What follows belongs to an exercise in optimizing a design on an open flow for small area; a production flow would make more cautious choices. Function not checked in this run: the RTL went through the layout flow alone. Power figures rest on the tool's default switching activity, not on a simulated workload.

==> design.v <==
package afu_pkg;
  localparam logic [1:0] FS_DEC  = 2'b00;
  localparam logic [1:0] FS_INC  = 2'b01;
  localparam logic [1:0] FS_LOAD = 2'b10;
  localparam logic [1:0] FS_CLR  = 2'b11;
  localparam logic [1:0] SEL_AR     = 2'b00;
  localparam logic [1:0] SEL_SP     = 2'b01;
  localparam logic [1:0] SEL_PCPAST = 2'b10;
  localparam logic [1:0] SEL_PC     = 2'b11;
  localparam int RS_PCPAST = 0;
  localparam int RS_SP     = 1;
  localparam int RS_AR     = 2;
  localparam int RS_PC     = 3;
endpackage
module nbit_reg
#(
  parameter int W = 8
) (
  input  logic         clock,
  input  logic         reset_n,
  input  logic         enable,
  input  logic [1:0]   funsel,
  input  logic [W-1:0] din,
  output logic [W-1:0] q
);
  logic         k_keep, k_cnt, k_load;
  logic [W-1:0] d;
  assign k_cnt  = reset_n && enable && !funsel[1];
  assign k_keep = reset_n && (!enable || !funsel[1]);
  assign k_load = reset_n && enable && (funsel == afu_pkg::FS_LOAD);
  afu_count_next #(.W(W)) u_next (
    .q(q), .up(funsel[0]), .k_cnt(k_cnt), .k_keep({W{k_keep}}),
    .k_load({W{k_load}}), .din(din), .d(d)
  );
  always_ff @(posedge clock) begin
    q <= d;
  end
endmodule
module afu_count_next
#(
  parameter int W = 8
) (
  input  logic [W-1:0] q,
  input  logic         up,
  input  logic         k_cnt,
  input  logic [W-1:0] k_keep,
  input  logic [W-1:0] k_load,
  input  logic [W-1:0] din,
  output logic [W-1:0] d
);
  logic [W-1:0] c;    
  logic [W-1:0] p;    
  logic [W-1:0] y;    
  assign c[0] = k_cnt;
  for (genvar i = 0; i < W; i++) begin : g_bit
    if (i % 2 == 0) begin : g_even
      if (i < W - 1) begin : g_p
        afu_xnor2 u_p (.a(q[i]), .b(up), .y(p[i]));
        afu_nand2 u_c (.a(c[i]), .b(p[i]), .y(c[i+1]));
      end else begin : g_nop
        assign p[i] = 1'b0;
      end
      afu_xor2 u_y (.a(q[i]), .b(c[i]), .y(y[i]));
    end else begin : g_odd
      if (i < W - 1) begin : g_p
        afu_xor2 u_p (.a(q[i]), .b(up), .y(p[i]));
        afu_nor2 u_c (.a(c[i]), .b(p[i]), .y(c[i+1]));
      end else begin : g_nop
        assign p[i] = 1'b0;
      end
      afu_xnor2 u_y (.a(q[i]), .b(c[i]), .y(y[i]));
    end
    afu_ao22 u_d (.a0(k_keep[i]), .b0(y[i]), .a1(k_load[i]), .b1(din[i]), .y(d[i]));
  end
endmodule
module afu_inv (
  input  logic a,
  output logic y
);
  assign y = !a;
endmodule
module afu_nand2 (
  input  logic a, b,
  output logic y
);
  assign y = !(a && b);
endmodule
module afu_nor2 (
  input  logic a, b,
  output logic y
);
  assign y = !(a || b);
endmodule
module afu_xor2 (
  input  logic a, b,
  output logic y
);
  assign y = a ^ b;
endmodule
module afu_xnor2 (
  input  logic a, b,
  output logic y
);
  assign y = !(a ^ b);
endmodule
module afu_ao22 (
  input  logic a0, b0, a1, b1,
  output logic y
);
  assign y = (a0 && b0) || (a1 && b1);
endmodule
module afu_oai22 (
  input  logic a0, b0, a1, b1,
  output logic y
);
  assign y = !((a0 || b0) && (a1 || b1));
endmodule
module afu_aoi222 (
  input  logic a0, b0, a1, b1, a2, b2,
  output logic y
);
  assign y = !((a0 && b0) || (a1 && b1) || (a2 && b2));
endmodule
module addr_fetch_unit
#(
  parameter int ADDR_W = 8,
  parameter int DATA_W = 8
) (
  input  logic                Clock,
  input  logic                Reset_n,
  input  logic [DATA_W-1:0]   ARF_In,
  input  logic [1:0]          ARF_OutASel,
  input  logic [1:0]          ARF_OutBSel,
  input  logic [1:0]          ARF_FunSel,
  input  logic [3:0]          ARF_RSel,
  input  logic [DATA_W-1:0]   Mem_Data,
  input  logic                Mem_WR,
  input  logic                Mem_CS,
  input  logic [1:0]          IR_Funsel,
  input  logic                IR_Enable,
  input  logic                IR_LH,
  output logic [DATA_W-1:0]   ARF_OutA,
  output logic [DATA_W-1:0]   ARF_OutB,
  output logic [DATA_W-1:0]   Mem_Out,
  output logic [2*DATA_W-1:0] IR_Out
);
  localparam int IR_W  = 2 * DATA_W;
  localparam int DEPTH = 2 ** ADDR_W;
  logic [DATA_W-1:0] pc, ar, sp, pc_past;
  logic [ADDR_W-1:0] mem_addr;
  logic [DATA_W-1:0] mem [DEPTH];
  logic [IR_W-1:0]   ir;
  nbit_reg #(.W(DATA_W)) u_pc (
    .clock(Clock), .reset_n(Reset_n), .enable(ARF_RSel[afu_pkg::RS_PC]),
    .funsel(ARF_FunSel), .din(ARF_In), .q(pc)
  );
  nbit_reg #(.W(DATA_W)) u_ar (
    .clock(Clock), .reset_n(Reset_n), .enable(ARF_RSel[afu_pkg::RS_AR]),
    .funsel(ARF_FunSel), .din(ARF_In), .q(ar)
  );
  nbit_reg #(.W(DATA_W)) u_sp (
    .clock(Clock), .reset_n(Reset_n), .enable(ARF_RSel[afu_pkg::RS_SP]),
    .funsel(ARF_FunSel), .din(ARF_In), .q(sp)
  );
  nbit_reg #(.W(DATA_W)) u_pc_past (
    .clock(Clock), .reset_n(Reset_n), .enable(ARF_RSel[afu_pkg::RS_PCPAST]),
    .funsel(ARF_FunSel), .din(ARF_In), .q(pc_past)
  );
  always_comb begin
    ARF_OutA = ar;
    case (ARF_OutASel)
      afu_pkg::SEL_AR:     ARF_OutA = ar;
      afu_pkg::SEL_SP:     ARF_OutA = sp;
      afu_pkg::SEL_PCPAST: ARF_OutA = pc_past;
      afu_pkg::SEL_PC:     ARF_OutA = pc;
      default:    ARF_OutA = ar;
    endcase
  end
  always_comb begin
    ARF_OutB = ar;
    case (ARF_OutBSel)
      afu_pkg::SEL_AR:     ARF_OutB = ar;
      afu_pkg::SEL_SP:     ARF_OutB = sp;
      afu_pkg::SEL_PCPAST: ARF_OutB = pc_past;
      afu_pkg::SEL_PC:     ARF_OutB = pc;
      default:    ARF_OutB = ar;
    endcase
  end
  assign mem_addr = ARF_OutB[ADDR_W-1:0];
  localparam int COL_W = 2;
  localparam int WPR   = 2 ** COL_W;       
  localparam int ROW_W = ADDR_W - COL_W;
  localparam int ROWS  = 2 ** ROW_W;
  logic                         phase;
  logic [ROWS-1:0]              row_sel, row_hold;
  logic [WPR-1:0][DATA_W-1:0]   row_raw;    
  logic [WPR-1:0][DATA_W-1:0]   row_x;      
  logic [WPR-1:0]               wr_word;
  logic [DATA_W-1:0]            rd_data;    
  logic                         wr_en;
  logic [DEPTH-1:0][DATA_W-1:0] mem_d;
  always_ff @(posedge Clock) begin
    phase <= !phase;
  end
  afu_row_dec #(.ADDR_W(ROW_W)) u_dec (.addr(mem_addr[ADDR_W-1:COL_W]), .sel(row_sel));
  for (genvar k = 0; k < ROWS; k++) begin : g_row
    afu_inv u_hold (.a(row_sel[k]), .y(row_hold[k]));
    for (genvar w = 0; w < WPR; w++) begin : g_word
      for (genvar c = 0; c < DATA_W; c++) begin : g_bit
        afu_oai22 u_next (
          .a0(row_hold[k]), .b0(row_x[w][c]), .a1(row_sel[k]), .b1(mem[WPR*k+w][c]),
          .y(mem_d[WPR*k+w][c])
        );
      end
    end
  end
  for (genvar w = 0; w < WPR; w++) begin : g_word
    for (genvar c = 0; c < DATA_W; c++) begin : g_rd
      logic [ROWS-1:0] col;
      for (genvar k = 0; k < ROWS; k++) begin : g_col
        assign col[k] = mem[WPR*k+w][c];
      end
      afu_rd_bit #(.N(ROWS)) u_rd (.sel(row_sel), .d(col), .y(row_raw[w][c]));
    end
    assign wr_word[w] = wr_en && (mem_addr[COL_W-1:0] == COL_W'(w));
    assign row_x[w]   = wr_word[w] ? (Mem_Data ^ {DATA_W{phase}}) : row_raw[w];
  end
  assign wr_en   = Reset_n && !Mem_CS && Mem_WR;
  assign rd_data = row_raw[mem_addr[COL_W-1:0]] ^ {DATA_W{phase}};
  always_ff @(posedge Clock) begin
    for (int i = 0; i < DEPTH; i++) mem[i] <= mem_d[i];
  end
  assign Mem_Out = (!Mem_CS && !Mem_WR) ? rd_data : '0;
  logic [IR_W-1:0] ir_d;
  logic            ir_cnt, ir_ld, keep_lo, keep_hi, load_lo, load_hi;
  assign ir_cnt  = Reset_n && IR_Enable && !IR_Funsel[1];
  assign ir_ld   = IR_Enable && (IR_Funsel == afu_pkg::FS_LOAD);
  assign keep_lo = Reset_n && (!IR_Enable || !IR_Funsel[1] || (ir_ld && IR_LH));
  assign keep_hi = Reset_n && (!IR_Enable || !IR_Funsel[1] || (ir_ld && !IR_LH));
  assign load_lo = Reset_n && ir_ld && !IR_LH && !Mem_CS;
  assign load_hi = Reset_n && ir_ld && IR_LH && !Mem_CS;
  afu_count_next #(.W(IR_W)) u_ir_next (
    .q(ir), .up(IR_Funsel[0]), .k_cnt(ir_cnt),
    .k_keep({{DATA_W{keep_hi}}, {DATA_W{keep_lo}}}),
    .k_load({{DATA_W{load_hi}}, {DATA_W{load_lo}}}),
    .din({rd_data, rd_data}), .d(ir_d)
  );
  always_ff @(posedge Clock) begin
    ir <= ir_d;
  end
  assign IR_Out = ir;
endmodule
module afu_row_dec
#(
  parameter int ADDR_W = 8
) (
  input  logic [ADDR_W-1:0]    addr,
  output logic [2**ADDR_W-1:0] sel
);
  localparam int LO_W = ADDR_W / 2;
  localparam int HI_W = ADDR_W - LO_W;
  logic [2**LO_W-1:0] lo_n;
  logic [2**HI_W-1:0] hi_n;
  afu_predec #(.W(LO_W)) u_lo (.a(addr[LO_W-1:0]),      .y_n(lo_n));
  afu_predec #(.W(HI_W)) u_hi (.a(addr[ADDR_W-1:LO_W]), .y_n(hi_n));
  for (genvar h = 0; h < 2**HI_W; h++) begin : g_h
    for (genvar l = 0; l < 2**LO_W; l++) begin : g_l
      afu_nor2 u_nor (.a(hi_n[h]), .b(lo_n[l]), .y(sel[h*2**LO_W+l]));
    end
  end
endmodule
module afu_predec
#(
  parameter int W = 4
) (
  input  logic [W-1:0]    a,
  output logic [2**W-1:0] y_n
);
  localparam int NH = 2 ** (W - 2);
  logic [3:0]    lo;
  logic [NH-1:0] hi;
  afu_dec2 u_lo (.a(a[1:0]), .y(lo));
  if (W == 4) begin : g_hi2
    afu_dec2 u_hi (.a(a[3:2]), .y(hi));
  end else begin : g_hi1
    afu_inv u_hi (.a(a[2]), .y(hi[0]));
    assign hi[1] = a[2];
  end
  for (genvar h = 0; h < NH; h++) begin : g_h
    for (genvar l = 0; l < 4; l++) begin : g_l
      afu_nand2 u_nand (.a(hi[h]), .b(lo[l]), .y(y_n[4*h+l]));
    end
  end
endmodule
module afu_dec2 (
  input  logic [1:0] a,
  output logic [3:0] y
);
  logic [1:0] a_n;
  afu_inv u_inv0 (.a(a[0]), .y(a_n[0]));
  afu_inv u_inv1 (.a(a[1]), .y(a_n[1]));
  afu_nor2 u_y0 (.a(a[0]),   .b(a[1]),   .y(y[0]));
  afu_nor2 u_y1 (.a(a_n[0]), .b(a[1]),   .y(y[1]));
  afu_nor2 u_y2 (.a(a[0]),   .b(a_n[1]), .y(y[2]));
  afu_nor2 u_y3 (.a(a_n[0]), .b(a_n[1]), .y(y[3]));
endmodule
module afu_rd_bit
#(
  parameter int N = 256
) (
  input  logic [N-1:0] sel,
  input  logic [N-1:0] d,
  output logic         y
);
  localparam int G  = N / 3;           
  localparam int R  = N - 3 * G;       
  localparam int NG = G + (R > 0);
  logic [NG-1:0] g_n;
  for (genvar g = 0; g < G; g++) begin : g_aoi
    afu_aoi222 u_aoi (
      .a0(sel[3*g]), .b0(d[3*g]), .a1(sel[3*g+1]), .b1(d[3*g+1]),
      .a2(sel[3*g+2]), .b2(d[3*g+2]), .y(g_n[g])
    );
  end
  if (R == 1) begin : g_r1
    assign g_n[G] = !(sel[3*G] && d[3*G]);
  end else if (R == 2) begin : g_r2
    assign g_n[G] = !((sel[3*G] && d[3*G]) || (sel[3*G+1] && d[3*G+1]));
  end
  afu_or_n_tree #(.N(NG)) u_tree (.a_n(g_n), .y(y));
endmodule
module afu_or_n_tree
#(
  parameter int N = 86
) (
  input  logic [N-1:0] a_n,
  output logic         y
);
  assign y = !(&a_n);
endmodule
==> flow/run.sh <==
#!/bin/bash
# Layout flow: the standard ORFS flow (standard.sh, unchanged synthesis,
# floorplan, power grid and tap cells) with two settings changed:
#  - the port buffers are the smallest buffer (buf_1) instead of ORFS's
#    default choice; the resizer may still upsize them for timing;
#  - clock tree synthesis runs without dummy loads (same clustering and
#    buffer list as config.mk gives).
# ORFS writes each step's full log under orfs/logs/; make's own output goes
# to standard.log in this folder.
set -euo pipefail
bash standard.sh \
  "BUFFER_PORTS_ARGS=-buffer_cell sky130_fd_sc_hd__buf_1" \
  "CTS_ARGS=-sink_clustering_enable -repair_clock_nets -dont_use_dummy_load -buf_list sky130_fd_sc_hd__clkbuf_16 -sink_clustering_size 25 -sink_clustering_max_diameter 80" \
  finish > standard.log 2>&1
==> standard.sh <==
#!/bin/bash
# synth_recipe.tcl (not shown) runs the flow's synth.tcl, then flattens the netlist and writes it again
# the make line also repeats each setting of config.mk as NAME=value (left out here)
make -C /OpenROAD-flow-scripts/flow DESIGN_CONFIG=/design/flow/config.mk WORK_HOME=/design/flow/orfs CLKGATE_MAP_FILE= SYNTH_SCRIPT=/design/flow/synth_recipe.tcl "${@:-finish}"
==> config.mk <==
export PLATFORM = sky130hd
export DESIGN_NAME = addr_fetch_unit
export DESIGN_NICKNAME = addr_fetch_unit
export VERILOG_FILES = /design/flow/design.v
export SDC_FILE = /design/flow/constraint.sdc
export NUM_CORES = 4
export LEC_CHECK = 0
export CAP_MARGIN = 10
export CORE_MARGIN = 2
export CORE_UTILIZATION = 60
export CTS_BUF_LIST = sky130_fd_sc_hd__clkbuf_16
export CTS_CLUSTER_DIAMETER = 80
export CTS_CLUSTER_SIZE = 25
export SETUP_SLACK_MARGIN = 0.5
export SLEW_MARGIN = 10
export SYNTH_HIERARCHICAL = 1
==> constraint.sdc <==
create_clock -name core_clock -period 10.0 [get_ports {Clock}]
set_input_delay 2.0000 -clock core_clock [delete_from_list [all_inputs] [get_ports {Clock}]]
set_output_delay 2.0000 -clock core_clock [all_outputs]
set_load 0.01 [all_outputs]
==> results.cfg <==
[timing]
finClkSkew_ps = 56.8
rsz0062_at_grt = false
fin_crit_sh_pct = 95.0
max_freq_ghz = 0.105
tns_ps = 0
hold_ws_ps = 450
hold_viol_final = 0
setup_viol = 0
slew-limit-headroom_pct = 13.7
report.final.slew_viol_count = 0
worst_pin_slew_ps = 1290
period_minus_slack_ps = 9500

[yosys]
yosysSeqAreaShare_pct = 62.9
synthFlopType = dfxtp_1
synth_edf_count = 0
yosys_register_bits = 2097
synth_area_leaders = dfxtp_1, o22ai_1, a222oi_1
synth_warnings = 10
syn-num-nets = 5640
postSynthCellCount = 5606
synth_area_leader_cell = dfxtp_1
postSynthAreaPerCell_um2 = 11.9
synth_cell_types = 38
async_flop_share_pct = 0
synth_area_mm2 = 0.0667
synth_top_cell_area_share_pct = 62.9

[setup_path]
slowest_stage = nor4_2
max_stage_delay_ps = 860
critPathLaunchType = primary input
cp_max_fo = 24
ff2ff_setup_slack_ps = 4110
path_cells = buf_1 -> buf_4 -> mux4_2 -> inv_1 -> nor2_1 -> nand2_1 -> buf_4 -> nor2_4 -> buf_4 -> a222oi_1 -> nand4_1 -> nor4_2 -> nand4_1 -> mux2i_1 -> mux2i_1 -> nand2_1 -> buf_1
critPathCapture = Mem_Out[5]
worst-setup-path-type = in2out
crit_arrival_ps = 7500
cp-end-kind = output pin
crit_start = ARF_OutBSel[0]
worstPathRequired_ps = 8000
r2r-end = mem[183][2]
timing.rr.start = u_pc_past.q[4]
path_common_cell = buf_4
reg2reg_depth = 16

[worst_hold_path]
hp-class = reg2reg

[cells_and_area]
drive_gt1_share_pct = 8.91
final_common_cell = dfxtp_1
nets = 6109
final_cell_mix = dfxtp_1, o22ai_1, a222oi_1
stdcell_count = 7563
area_growth_pct = 12.0
final-seq-area_mm2 = 0.0420
fill_cells = 8503
multi_input_area_mm2 = 0.0252

[clocking]
clockBufferDepth = 3
clock_latency_ps = 740
cts_tree = built
clock_sinks = 2097
cts_hold_repair.buffers = 0
post_cts_buffers = 0
clkTransAtPathRegs_ps = 90
htreeDepth = 3
cts_buffers = 94
cts_root_buffer = clkbuf_16

[outcome]
status = no timing/DRC/antenna violations

[detailed_routing]
drcViolationCount = 0
post_drt_wl_per_cell_um = 31.4
vias = 58339
finalWirelength_um = 238000
dr.pass1.iters = 11
ant_nets = 0
dr.first_iter.drc_count = 10183
via_per_inst = 7.71

[die]
core-area_mm2 = 0.111
dieArea_mm2 = 0.114
die_x_um = 338
row_count = 122
die_height_um = 338
start_util_pct = 60.4
ios = 74

[grt]
grt_pass1_vias = 52936
grt_start_max_net_pins = 66
overflow = 0
grt_pass1_wl_um = 349000
grt_usage_pct = 40.2
antenna_found_initial = 9

[pwr]
power_w = 0.0179
p_per_area_mw_per_mm2 = 240
p_leak_nw = 26.3
ir_worst_vdd_v = 0.000245

[place]
place_inst = 7466
portBuffers = 73
post-dp-hpwl_um = 152000
globalplace.congestion = 0.950

[run]
maxCapViolCount = 0
## cell families after synthesis
logic type | count (synthesis) | synth area share (%)
compound gates | 2806 | 30.3
xor+xnor | 107 | 1.40
buf+inv | 87 | 0.557
flops | 2097 | 62.9
mux | 56 | 1.14
simple gates | 453 | 3.73
## metrics by stage
stage | area [um^2] | worst slack [ps] | utilization (%)
6_report | 74700 | 503 | 67.6
4_1_cts | 74700 | 581 | 67.6
2_1_floorplan | 66700 | 1350 | -
3_5_place_dp | 72300 | 481 | 65.4
5_1_grt | 74700 | 507 | 67.6
3_3_place_gp | 72300 | 416 | 65.4
## layer usage
layer  GRT usage, %  routed length [um]  vias to the layer above  share of wire [%]
li1               -                   -                    25461                  -
met1           55.6               94900                    28642                 40
met2           58.1              100000                     3639                 42
met3           10.8               29000                      587                 12
met4           20.0               13300                       10                5.6
met5              0                  54                        -              0.023
## power breakdown
part           internal (W)  switching [W]  leakage (nW)
clock               0.00169        0.00254          1.16
sequential          0.00924       0.000479          18.9
combinational      0.000890        0.00309          6.17
## flip-flops by register name (all words and copies together) (netlist names)
register     count
mem           2048
u_sp.q           8
phase            1
u_pc_past.q      8
ir              16
u_ar.q           8
u_pc.q           8
## per-module statistics from Yosys, one instance, submodules excluded, excerpt
module,cell area [um^2],cells inside,times used,flip-flops and latches
afu_oai22,6.26,1,2048,0
afu_nand2,3.75,1,40,0
afu_nor2,3.75,1,91,0
afu_ao22,8.76,1,48,0
afu_xor2,8.76,1,43,0
afu_aoi222,10.0,1,672,0
addr_fetch_unit,42900,2246,1,2065
afu_xnor2,8.76,1,48,0
afu_inv,3.75,1,70,0
## worst max-delay path: cells and delay by family
kind	cells	cell delay (ps)
and+or+nand+nor	7	2630
AOI/OAI and AO/OA	1	570
buffers and inverters	6	1070
muxes	3	1180
## cells in the mapped netlist, types with 2 or more instances
master    number
mux2i_1       40
o21a_1         2
nand4_1      160
a21boi_0       4
o22ai_1     2048
a222oi_1     672
and3b_2        4
buf_2          2
buf_4          3
clkbuf_1       4
a22o_1        48
mux4_2        16
nand2_2        3
dfxtp_1     2097
xor2_1        43
o21ai_2        7
nor2_1       118
buf_6          4
nand2_1       87
nor4_2         2
and4b_1        4
a21oi_1       24
nor4_1        34
inv_1         72
xnor2_1       64
and4_1        32
## layout make-up
cell class	count	share of cell area [%]
sequential	2097	56.2
multi-input combinational	3422	33.8
timing repair buffer	388	4.06
clock buffer	94	3.15
tap	1488	2.49
inverter	72	0.362
antenna	2	0.00670
## worst min-delay path by stage
| stage | slack (ps) | to | cells past startpoint | start |
|---|---|---|---|---|
| after detailed placement | 440 | mem[228][3] | 1 | mem[228][3] |
| after floorplan | 420 | mem[0][0] | 1 | mem[0][0] |
| final | 450 | mem[60][5] | 1 | mem[60][5] |
| after global routing | 460 | mem[22][6] | 1 | mem[22][6] |
| after global placement | 430 | mem[229][3] | 1 | mem[229][3] |
| after CTS | 450 | mem[228][3] | 1 | mem[228][3] |
## what timing repair did
| action | 4_1_cts | 5_1_grt |
|---|---|---|
| gates cloned | 0 | 0 |
| gates resized for setup | 1 | 2 |
| endpoints found under the setup margin | 1 | 2 |

-- re-timing with driven ports --
In the flow no input, the clock included, has a driving cell. The finished layout below was timed again as built, in two steps. Step 1: set_driving_cell puts a clkbuf_16 on Clock and a buf_2 on each other input, an assumption about the parent block. Step 2 times the ports against the registers' clock, not the clock port: input delays grow and output delays shrink by t, the midpoint of the rising clock arrivals with the driver on. Three values: no drivers, after step 1, after step 2; two values: the first two.
t, ns: 0.795
setup WS [ns]: 0.503 / 0.471 / 0.471
worst slew at a driven data input, ns: 0.08
pins driven straight from the clock port: 1
After both steps setup and hold are still met in this run. For this run, drivers alone change the setup slack by -0.032 ns; drivers and shift together by -0.032 ns.
